Background: an optimization exercise with open tools, aiming at small area, a short achievable clock period and few clock cycles. Do not read the settings as production practice.
Function was checked by simulation only, so behaviour that the tests miss may differ from the original.

==> inputs of wip/zinc <==
// instr_mem_ctrl
module instr_mem_ctrl #(
  parameter int XLEN        = 32,
  parameter int DEPTH       = 64,
  parameter int WAIT_STATES = 1,
  parameter int AW          = $clog2(DEPTH)
) (
  input  logic            clk,
  input  logic            reset,
  input  logic            fetch_req,
  input  logic [31:0]     fetch_addr,
  output logic            fetch_ready,
  output logic            instr_valid,
  output logic [XLEN-1:0] instr,
  output logic            fetch_fault,
  input  logic            prog_we,
  input  logic [31:0]     prog_addr,
  input  logic [XLEN-1:0] prog_data,
  input  logic            prog_inj_err,
  output logic            prog_busy,
  output logic            parity_err
);
==> module instr_mem_ctrl, before the edit <==
module instr_mem_ctrl #(
  parameter int XLEN        = 32,
  parameter int DEPTH       = 64,
  parameter int WAIT_STATES = 1,
  parameter int AW          = $clog2(DEPTH)
) (
  input  logic            clk,
  input  logic            reset,
  input  logic            fetch_req,
  input  logic [31:0]     fetch_addr,
  output logic            fetch_ready,
  output logic            instr_valid,
  output logic [XLEN-1:0] instr,
  output logic            fetch_fault,
  input  logic            prog_we,
  input  logic [31:0]     prog_addr,
  input  logic [XLEN-1:0] prog_data,
  input  logic            prog_inj_err,
  output logic            prog_busy,
  output logic            parity_err
);
  localparam logic [31:0]     c_BYTE_LIMIT = 32'(DEPTH * 4);
  localparam logic [3:0]      c_WAIT_LAST  = 4'(WAIT_STATES - 1);
  localparam logic [AW-1:0]   c_CLR_LAST   = AW'(DEPTH - 1);
  localparam logic [XLEN-1:0] c_NOP        = XLEN'(32'h0000_0013);
  typedef enum logic [1:0] {
    S_CLEAR = 2'd0,
    S_IDLE  = 2'd1,
    S_WAIT  = 2'd2,
    S_RESP  = 2'd3
  } state_t;
  state_t          r_state;
  state_t          w_state_nxt;
  logic [AW-1:0]   r_clr_cnt;
  logic [3:0]      r_wait_cnt;
  logic [31:0]     r_addr;
  logic [XLEN-1:0] r_mem [DEPTH];
  logic            w_accept;
  logic            w_enter_resp;
  logic [31:0]     w_rd_addr;
  logic            w_rd_fault;
  logic [AW-1:0]   w_rd_idx;
  logic            w_prog_ok;
  logic [AW-1:0]   w_prog_idx;
  always_ff @(posedge clk) begin
    if (reset) r_state <= S_CLEAR;
    else       r_state <= w_state_nxt;
  end
  always_comb begin
    w_state_nxt = r_state;
    fetch_ready = 1'b0;
    prog_busy   = 1'b0;
    instr_valid = 1'b0;
    case (r_state)
      S_CLEAR: begin
        prog_busy = 1'b1;
        if (r_clr_cnt == c_CLR_LAST) w_state_nxt = S_IDLE;
      end
      S_IDLE: begin
        fetch_ready = 1'b1;
        if (fetch_req) w_state_nxt = (WAIT_STATES > 0) ? S_WAIT : S_RESP;
      end
      S_WAIT: begin
        if (r_wait_cnt == c_WAIT_LAST) w_state_nxt = S_RESP;
      end
      S_RESP: begin
        instr_valid = 1'b1;
        w_state_nxt = S_IDLE;
      end
      default: w_state_nxt = S_CLEAR;
    endcase
  end
  assign w_accept     = fetch_ready & fetch_req;
  assign w_enter_resp = (w_state_nxt == S_RESP) && (r_state != S_RESP);
  assign w_rd_addr  = (r_state == S_IDLE) ? fetch_addr : r_addr;
  assign w_rd_fault = (w_rd_addr[1:0] != 2'b00) || (w_rd_addr >= c_BYTE_LIMIT);
  assign w_rd_idx   = w_rd_addr[AW+1:2];
  assign w_prog_ok  = prog_we && (r_state != S_CLEAR) &&
                      (prog_addr[1:0] == 2'b00) && (prog_addr < c_BYTE_LIMIT);
  assign w_prog_idx = prog_addr[AW+1:2];
  always_ff @(posedge clk) begin
    if (reset) begin
      r_clr_cnt  <= '0;
      r_wait_cnt <= '0;
      r_addr     <= '0;
    end else begin
      if (r_state == S_CLEAR) r_clr_cnt <= r_clr_cnt + AW'(1);
      if (w_accept) begin
        r_addr     <= fetch_addr;
        r_wait_cnt <= '0;
      end else if (r_state == S_WAIT) begin
        r_wait_cnt <= r_wait_cnt + 4'd1;
      end
    end
  end
  always_ff @(posedge clk) begin
    if (!reset) begin
      if (r_state == S_CLEAR) r_mem[r_clr_cnt]  <= '0;
      else if (w_prog_ok)     r_mem[w_prog_idx] <= prog_data;
    end
  end
  always_ff @(posedge clk) begin
    if (reset) begin
      instr       <= '0;
      fetch_fault <= 1'b0;
    end else if (w_enter_resp) begin
      if (w_rd_fault) begin
        instr       <= c_NOP;
        fetch_fault <= 1'b1;
      end else begin
        instr       <= r_mem[w_rd_idx];
        fetch_fault <= 1'b0;
      end
    end
  end
  logic r_par [DEPTH];
  always_ff @(posedge clk) begin
    if (!reset) begin
      if (r_state == S_CLEAR) r_par[r_clr_cnt]  <= 1'b0;
      else if (w_prog_ok)     r_par[w_prog_idx] <= (^prog_data) ^ prog_inj_err;
    end
  end
  always_ff @(posedge clk) begin
    if (reset)             parity_err <= 1'b0;
    else if (w_enter_resp) parity_err <= !w_rd_fault && ((^r_mem[w_rd_idx]) != r_par[w_rd_idx]);
  end
endmodule
clock: 6.0 ns
lec_check: 0
cap_margin: 20
core_margin: 2
core_utilization: 40
slew_margin: 20
run.sh (not shown) runs the stock make flow with config.mk's settings and CLKGATE_MAP_FILE= SYNTH_SCRIPT=/design/flow/synth_recipe.tcl, a recipe that flattens the netlist after the stock synthesis.
==> wip/raven: changes against wip/zinc <==
==> flow/design.v (replaced) <==
`default_nettype none
module instr_mem_ctrl #(
  parameter int XLEN        = 32,
  parameter int DEPTH       = 64,
  parameter int WAIT_STATES = 1,
  parameter int AW          = $clog2(DEPTH)
) (
  input  logic            clk,
  input  logic            reset,
  input  logic            fetch_req,
  input  logic [31:0]     fetch_addr,
  output logic            fetch_ready,
  output logic            instr_valid,
  output logic [XLEN-1:0] instr,
  output logic            fetch_fault,
  input  logic            prog_we,
  input  logic [31:0]     prog_addr,
  input  logic [XLEN-1:0] prog_data,
  input  logic            prog_inj_err,
  output logic            prog_busy,
  output logic            parity_err
);
  localparam logic [31:0]     c_BYTE_LIMIT = 32'(DEPTH * 4);
  localparam logic [AW-1:0]   c_CLR_LAST   = AW'(DEPTH - 1);
  localparam logic [XLEN-1:0] c_NOP        = XLEN'(32'h0000_0013);
  localparam int PW = 1;
  localparam int MW = XLEN + PW;
  logic          r_busy;
  logic          r_ready;
  logic [AW-1:0] r_clr_cnt;
  logic          w_clr_done;
  assign w_clr_done = r_busy && (r_clr_cnt == c_CLR_LAST);
  always_ff @(posedge clk) begin
    if (reset) begin
      r_busy    <= 1'b1;
      r_ready   <= 1'b0;
      r_clr_cnt <= '0;
    end else begin
      if (w_clr_done) begin
        r_busy  <= 1'b0;
        r_ready <= 1'b1;
      end
      if (r_busy) r_clr_cnt <= r_clr_cnt + AW'(1);
    end
  end
  assign prog_busy   = r_busy;
  assign fetch_ready = r_ready;
  logic            r1_v;
  logic            r1_fault;
  logic            w_fault;
  logic            w_prog_ok;
  logic [7:0]      r1_sel_hi;
  logic [7:0]      r1_sel_lo;
  logic [7:0]      rw_sel_hi;
  logic [7:0]      rw_sel_lo;
  logic [XLEN-1:0] rw_data;
  logic [PW-1:0]   rw_par;
  assign w_fault   = (fetch_addr[1:0] != 2'b00) || (fetch_addr >= c_BYTE_LIMIT);
  assign w_prog_ok = r_ready && prog_we &&
                     (prog_addr[1:0] == 2'b00) && (prog_addr < c_BYTE_LIMIT);
  always_ff @(posedge clk) begin
    r1_v      <= !reset && r_ready && fetch_req;
    r1_fault  <= w_fault;
    r1_sel_hi <= w_fault ? 8'd0 : (8'd1 << fetch_addr[7:5]);
    r1_sel_lo <= 8'd1 << fetch_addr[4:2];
    if (reset) begin
      rw_sel_hi <= 8'hFF;
      rw_sel_lo <= 8'hFF;
      rw_data   <= '0;
    end else begin
      rw_sel_hi <= w_prog_ok ? (8'd1 << prog_addr[7:5]) : 8'd0;
      rw_sel_lo <= 8'd1 << prog_addr[4:2];
      rw_data   <= prog_data;
    end
  end
  always_ff @(posedge clk) rw_par <= reset ? 1'b0 : (^prog_data) ^ prog_inj_err;
  logic [MW-1:0] r_mem [DEPTH];
  logic [MW-1:0] w_wr_word;
  assign w_wr_word = {rw_par, rw_data};
  always_ff @(posedge clk) begin
    for (int i = 0; i < DEPTH; i++)
      if (rw_sel_hi[i / 8] && rw_sel_lo[i % 8]) r_mem[i] <= w_wr_word;
  end
  logic          r2_v;
  logic          r2_fault;
  logic [MW-1:0] r2_word;
  logic [MW-1:0] w_rd_grp [8];
  logic [MW-1:0] w_rd_word;
  for (genvar g = 0; g < 8; g++) begin : g_rd_grp
    assign w_rd_grp[g] =
      ({MW{r1_sel_lo[0]}} & r_mem[8*g+0]) | ({MW{r1_sel_lo[1]}} & r_mem[8*g+1]) |
      ({MW{r1_sel_lo[2]}} & r_mem[8*g+2]) | ({MW{r1_sel_lo[3]}} & r_mem[8*g+3]) |
      ({MW{r1_sel_lo[4]}} & r_mem[8*g+4]) | ({MW{r1_sel_lo[5]}} & r_mem[8*g+5]) |
      ({MW{r1_sel_lo[6]}} & r_mem[8*g+6]) | ({MW{r1_sel_lo[7]}} & r_mem[8*g+7]);
  end
  assign w_rd_word =
    ({MW{r1_sel_hi[0]}} & w_rd_grp[0]) | ({MW{r1_sel_hi[1]}} & w_rd_grp[1]) |
    ({MW{r1_sel_hi[2]}} & w_rd_grp[2]) | ({MW{r1_sel_hi[3]}} & w_rd_grp[3]) |
    ({MW{r1_sel_hi[4]}} & w_rd_grp[4]) | ({MW{r1_sel_hi[5]}} & w_rd_grp[5]) |
    ({MW{r1_sel_hi[6]}} & w_rd_grp[6]) | ({MW{r1_sel_hi[7]}} & w_rd_grp[7]);
  always_ff @(posedge clk) begin
    r2_v     <= !reset && r1_v;
    r2_fault <= r1_fault;
    r2_word  <= w_rd_word;
  end
  always_ff @(posedge clk) begin
    instr_valid <= !reset && r2_v;
    fetch_fault <= r2_fault;
    instr       <= r2_word[XLEN-1:0] | (r2_fault ? c_NOP : '0);
  end
  always_ff @(posedge clk) parity_err <= ^r2_word;
endmodule
`default_nettype wire
==> flow/flow/run.sh (new file) <==
#!/bin/bash
set -euo pipefail
export BUFFER_PORTS_ARGS="-buffer_cell sky130_fd_sc_hd__buf_1"
bash standard.sh finish > layout.log 2>&1
==> flow/standard.sh (new file) <==
#!/bin/bash
# synth_recipe.tcl (not shown) runs the flow's synth.tcl, then flattens the netlist and writes it again
# the make line also repeats each setting of config.mk as NAME=value (left out here)
make -C /OpenROAD-flow-scripts/flow DESIGN_CONFIG=/design/flow/config.mk WORK_HOME=/design/flow/orfs CLKGATE_MAP_FILE= SYNTH_SCRIPT=/design/flow/synth_recipe.tcl "${@:-finish}"
- CORE_UTILIZATION: 40 -> 45
- CTS_CLUSTER_DIAMETER: not set -> 100
- CTS_CLUSTER_SIZE: not set -> 30
- SETUP_SLACK_MARGIN: not set -> 3.5
removed: flow/run.sh
==> summary.txt <==
wip/raven went through all stages and came out clean. wip/zinc completed without violations. Against wip/raven, the cell count of wip/zinc is higher by about 23%. In wip/zinc the fmax is lower than in wip/raven, by 55%. Of wip/raven and wip/zinc, wip/zinc has the higher worst hold slack (gap 0.12 ns). Die area: wip/zinc is higher than wip/raven (21%).
Testbench counts of wip/zinc, summed over its fixed seeds: cycles 36,000.
Testbench counts of wip/raven, summed over its fixed seeds: cycles 12,024.

re-timing with driven ports:
No port has a modelled driver above. Below, the same layouts with a new extraction and two added sets of constraints. Step 1, drivers: a clkbuf_16 drives clk and a buf_2 each remaining input, both assumed. Step 2 adds t to the input delays and takes it off the output delays; t is the mean of the earliest and latest rising clock arrival at the registers after step 1. Input paths then give back, and output paths get back, about the clock's delay inside the block. Three values: no drivers, after step 1, after step 2; two values: the first two.
run	shift t [ns]	setup WS [ns]	worst setup path after step 2	worst data-port slew with drivers (ns)	pins driven straight from the clock port
wip/zinc	0.962	0.240 / 0.301 / -0.656	input to register	0.12	1
wip/raven	0.822	3.404 / 3.404 / 3.056	input to register	0.08	1
With both steps, setup timing fails in wip/zinc, where it was met with ideal ports. The setup slack of wip/zinc, which loses most, moves by +0.061 ns with the drivers and by -0.896 ns with both steps.
